This is an optimization exercise on Yosys and OpenROAD, whose aim is small area and few clock cycles per item, not a production implementation. In this exercise RTL edits were held to simulation tests only and were not proved equivalent to the original. Power is estimated from default activity; no workload was simulated.

==> flow/design.v (excerpt) <==
module fixed_point_q24_8_alu (
   input  logic              clock,
   input  logic              reset,
   input  logic              req_valid,
   output logic              req_ready,
   input  logic [3:0]        req_kind,
   input  logic [WORD_W-1:0] req_operand_a,
   input  logic [WORD_W-1:0] req_operand_b,
   output logic              rsp_valid,
   input  logic              rsp_ready,
   output logic [WORD_W-1:0] rsp_result_value,
   output logic              rsp_compare_flag,
   output logic              rsp_overflow_flag,
   output logic              rsp_divide_by_zero
);
   function automatic logic [WORD_W-1:0] inc_w(logic [WORD_W-1:0] x, logic c);
      logic [WORD_W-1:0] y;
      logic              cc;
      cc = c;
      for (int i = 0; i < WORD_W; i++) begin
         y[i] = x[i] ^ cc;
         cc = cc & x[i];
      end
      inc_w = y;
   endfunction
   function automatic logic [WORD_W-1:0] inc_b(logic [WORD_W-1:0] x, logic c);
      logic [WORD_W-1:0] y;
      logic              bc, cc;
      bc = c;
      for (int k = 0; k < WORD_W / 4; k++) begin
         cc = bc;
         for (int i = 0; i < 4; i++) begin
            y[4*k+i] = x[4*k+i] ^ cc;
            cc = cc & x[4*k+i];
         end
         bc = bc & (&x[4*k +: 4]);
      end
      inc_b = y;
   endfunction
   function automatic logic [WORD_W-1:0] abs_w(logic [WORD_W-1:0] x);
      logic [WORD_W-1:0] y;
      logic              seen;
      seen = 1'b0;
      for (int i = 0; i < WORD_W; i++) begin
         y[i] = x[i] ^ (x[WORD_W-1] & seen);
         seen = seen | x[i];
      end
      abs_w = y;
   endfunction
   logic              vld, busy, op_div, op_md, neg, sticky, cmp_r, dz_r;
  ...
Size: about 2,700 cells after synthesis, roughly 110 I/O pins, ~0.020 sq mm of cells after synthesis.
Settings: LEC_CHECK=0, CAP_MARGIN=20, CORE_MARGIN=2, CORE_UTILIZATION=40, CTS_BUF_LIST=sky130_fd_sc_hd__clkbuf_8, SLEW_MARGIN=20; clock period 15.0 ns.
standard.sh (not shown) runs the stock make flow with config.mk's settings and CLKGATE_MAP_FILE= SYNTH_SCRIPT=/design/flow/synth_recipe.tcl, a recipe that flattens the netlist after the stock synthesis.
==> flow/flow/run.sh <==
#!/bin/bash
# Standard layout, with the port buffers made of buf_2 cells.
set -e
export BUFFER_PORTS_ARGS="-buffer_cell sky130_fd_sc_hd__buf_2"
bash standard.sh > standard.log 2>&1
Testbench counts at the start, summed over its fixed seeds: cycles 23,027, items 16,000.
Next try:
--- a/flow/design.v
+++ b/flow/design.v
@@ -225,20 +225,18 @@
       assign bv[l+1] = zb[4-l] ? {bv[l][WORD_W-SH-1:0], {SH{1'b0}}} : bv[l];
    end
    assign la = (av[4][WORD_W-1:WORD_W-2] == 2'b00) ? 6'd32 : {1'b0, za, !av[4][WORD_W-1]};
    assign lb = (bv[4][WORD_W-1:WORD_W-2] == 2'b00) ? 6'd32 : {1'b0, zb, !bv[4][WORD_W-1]};
    assign is_mul = req_kind == OP_MUL;
    assign is_div = req_kind == OP_DIV;
    assign lb_e = {1'b0, zb, 1'b0};
    assign b_sh = bv[4];
-   logic a_dn;
-   assign a_dn = av[4][WORD_W-1] && !bv[4][WORD_W-1];
-   assign a_sh = a_dn ? {2'b00, av[4][WORD_W-1:2]} : av[4];
-   assign sa = $signed({3'b000, za, 1'b0}) - (a_dn ? 8'sd2 : 8'sd0);
+   assign a_sh = av[4][WORD_W-1] ? {2'b00, av[4][WORD_W-1:2]} : av[4];
+   assign sa = $signed({3'b000, za, 1'b0}) - (av[4][WORD_W-1] ? 8'sd2 : 8'sd0);
    assign n_div = 8'sd10 - sa + $signed({2'b00, lb_e});
    logic mx_a;
    assign mx_a = za >= zb;
    assign n_mul = 6'd32 - (mx_a ? {1'b0, za, 1'b0} : lb_e);
    assign mul_zero = la[5] | lb[5];
    assign mul_ovf = (7'(la) + 7'(lb)) <= 7'd22;
    assign div_dz = lb[5];
    assign div_zero = la[5] || (n_div <= 8'sd0);
Clock-buffer cell count goes up by 2.
Flip-flop and latch count is unchanged.
Sequential share of layout area goes down by 0.13 points.
Worst setup slack gets better by 660 ps.
Hold slack gets better by 3.0 ps.
Sequential power barely changes.
Utilization goes down by 0.43 points.
Testbench counts after the change, summed over its fixed seeds: cycles 23,173, items 16,000.

Setup of rev 12:
fixed_point_q24_8_alu, a different RTL version from the one above (not shown whole).
Size: ~2700 cells after synthesis, about 21000 µm² of cells after synthesis.
clock: 15.0 ns
lec_check: 0
cap_margin: 20
core_margin: 2
core_utilization: 40
cts_buf_list: sky130_fd_sc_hd__clkbuf_8
slew_margin: 20
Scripts as last shown in full above: flow/flow/run.sh
Testbench counts of rev 12, summed over its fixed seeds: cycles 23,173, items 16,000.
#### Input delta (rev 13 over rev 12)
-- flow/design.v --
<<< rev 12, line 96
   input  logic [S_W-1:0]    s_in,
   input  logic              st_in,
   input  logic [WORD_W-1:0] d,
   output logic [R_W-1:0]    r_out,
>>> rev 13, line 96
   input  logic [S_W-1:0]    s_in,
   input  logic              st_in,
   input  logic              q_ovf,
   input  logic [WORD_W-1:0] d,
   output logic [R_W-1:0]    r_out,
<<< rev 12, line 127
   assign r_out = {hi[HI_W-2:0], t[WORD_W:0], 1'b0};
   assign s_out = {s_in[S_W-2:0], is_div & !t[WORD_W]};
   assign st_out = st_in | (is_div ? x : (hi_c | hi[HI_W-1]));
endmodule
import fqa_pkg::*;
>>> rev 13, line 128
   assign r_out = {hi[HI_W-2:0], t[WORD_W:0], 1'b0};
   assign s_out = {s_in[S_W-2:0], is_div & !t[WORD_W]};
   assign st_out = st_in | (is_div ? (q_ovf & !t[WORD_W]) : (hi_c | hi[HI_W-1]));
endmodule
import fqa_pkg::*;
<<< rev 12, line 154
      end
      inc_w = y;
   endfunction
   logic              vld, busy, op_div, op_md, neg, sticky, cmp_r, dz_r;
>>> rev 13, line 155
      end
      inc_w = y;
   endfunction
   function automatic logic [WORD_W-1:0] inc_b(logic [WORD_W-1:0] x, logic c);
      logic [WORD_W-1:0] y;
      logic              bc, cc;
      bc = c;
      for (int k = 0; k < WORD_W / 4; k++) begin
         cc = bc;
         for (int i = 0; i < 4; i++) begin
            y[4*k+i] = x[4*k+i] ^ cc;
            cc = cc & x[4*k+i];
         end
         bc = bc & (&x[4*k +: 4]);
      end
      inc_b = y;
   endfunction
   function automatic logic [WORD_W-1:0] abs_w(logic [WORD_W-1:0] x);
      logic [WORD_W-1:0] y;
      logic              seen;
      seen = 1'b0;
      for (int i = 0; i < WORD_W; i++) begin
         y[i] = x[i] ^ (x[WORD_W-1] & seen);
         seen = seen | x[i];
      end
      abs_w = y;
   endfunction
   logic              vld, busy, op_div, op_md, neg, sticky, cmp_r, dz_r;
<<< rev 12, line 187
   assign na = req_operand_a[WORD_W-1];
   assign nb = req_operand_b[WORD_W-1];
   assign ma = na ? (~req_operand_a + WORD_W'(1)) : req_operand_a;
   assign mb = nb ? (~req_operand_b + WORD_W'(1)) : req_operand_b;
   logic [WORD_W-1:0] av [0:4];
   logic [WORD_W-1:0] bv [0:4];
>>> rev 13, line 212
   assign na = req_operand_a[WORD_W-1];
   assign nb = req_operand_b[WORD_W-1];
   assign ma = abs_w(req_operand_a);
   assign mb = abs_w(req_operand_b);
   logic [WORD_W-1:0] av [0:4];
   logic [WORD_W-1:0] bv [0:4];
<<< rev 12, line 207
   assign lb_e = {1'b0, zb, 1'b0};
   assign b_sh = bv[4];
   assign a_sh = av[4][WORD_W-1] ? {2'b00, av[4][WORD_W-1:2]} : av[4];
   assign sa = $signed({3'b000, za, 1'b0}) - (av[4][WORD_W-1] ? 8'sd2 : 8'sd0);
   assign n_div = 8'sd10 - sa + $signed({2'b00, lb_e});
   logic mx_a;
>>> rev 13, line 232
   assign lb_e = {1'b0, zb, 1'b0};
   assign b_sh = bv[4];
   logic a_dn;
   assign a_dn = av[4][WORD_W-1] && !bv[4][WORD_W-1];
   assign a_sh = a_dn ? {2'b00, av[4][WORD_W-1:2]} : av[4];
   assign sa = $signed({3'b000, za, 1'b0}) - (a_dn ? 8'sd2 : 8'sd0);
   assign n_div = 8'sd10 - sa + $signed({2'b00, lb_e});
   logic mx_a;
<<< rev 12, line 230
   assign st_st[0] = sticky;
   assign sh_sum = sum_st[0];
   for (genvar i = 0; i < STEPS_PER_CYC; i++) begin : g_step
      fqa_div_stage #(.SHARED(i == 0)) u_step (
>>> rev 13, line 257
   assign st_st[0] = sticky;
   assign sh_sum = sum_st[0];
   logic q_ovf [0:STEPS_PER_CYC-1];
   assign q_ovf[0] = cnt >= 5'd17;
   assign q_ovf[1] = (cnt >= 5'd18) || (!neg && cnt >= 5'd17);
   for (genvar i = 0; i < STEPS_PER_CYC; i++) begin : g_step
      fqa_div_stage #(.SHARED(i == 0)) u_step (
<<< rev 12, line 241
         .s_in   (s_st[i]),
         .st_in  (st_st[i]),
         .d      (d_q),
         .r_out  (r_st[i+1]),
>>> rev 13, line 271
         .s_in   (s_st[i]),
         .st_in  (st_st[i]),
         .q_ovf  (q_ovf[i]),
         .d      (d_q),
         .r_out  (r_st[i+1]),
Results
Going from rev 12 to rev 13, global-route usage -1.7 points, first-pass GRT wire length shows a reduction of 6.1%, synthesized cell count -78, time the worst path needs with I/O delays and setup increased 310 ps. Max die area across rev 12 and rev 13: rev 12. Looking at number of nets produced by synthesis, rev 13 sits below rev 12. [compare] base=rev 12 new=rev 13: pin count of the biggest net entering global routing rose 13%; flip-flop and latch count now sits at about the same level. In the flow results for rev 12 and rev 13, the fraction of area in registers is larger on rev 13.
Testbench counts of rev 13, summed over its fixed seeds: cycles 22,591, items 16,000.

-- re-timing with driven ports --
Ports are ideal in the flow. The routed layouts listed here were re-timed in OpenROAD. Step 1 sets driving cells, clkbuf_16 on the clock port and buf_2 on the other inputs (assumed; they add their load-dependent delay and slew). Step 2 also shifts input and output timing later by t, the mid clock arrival at the registers, as if the neighbouring blocks saw the same clock. Slacks: no drivers / after step 1 / after step 2; pairs: no drivers / after step 1.
run | t (ns) | slack for setup (ns) | hold WS [ns] | worst register clock-pin slew, ns | worst slew at a driven data input, ns
the first run of note 1 | 0.548 | 0.735 / 0.769 / 0.221 | 0.507 / 0.507 / 0.507 | 0.10 / 0.10 | 0.04
the second run of note 1 | 0.560 | 1.399 / 1.436 / 0.876 | 0.510 / 0.510 / 0.510 | 0.10 / 0.10 | 0.05
rev 12 | 0.552 | 1.482 / 1.522 / 0.970 | 0.480 / 0.480 / 0.480 | 0.11 / 0.11 | 0.07
rev 13 | 0.543 | 1.173 / 1.166 / 0.623 | 0.532 / 0.532 / 0.532 | 0.09 / 0.09 | 0.11
After both steps every run listed still meets setup and hold. The setup slack of rev 13, which loses most, moves by -0.007 ns with the drivers and by -0.550 ns with both steps.
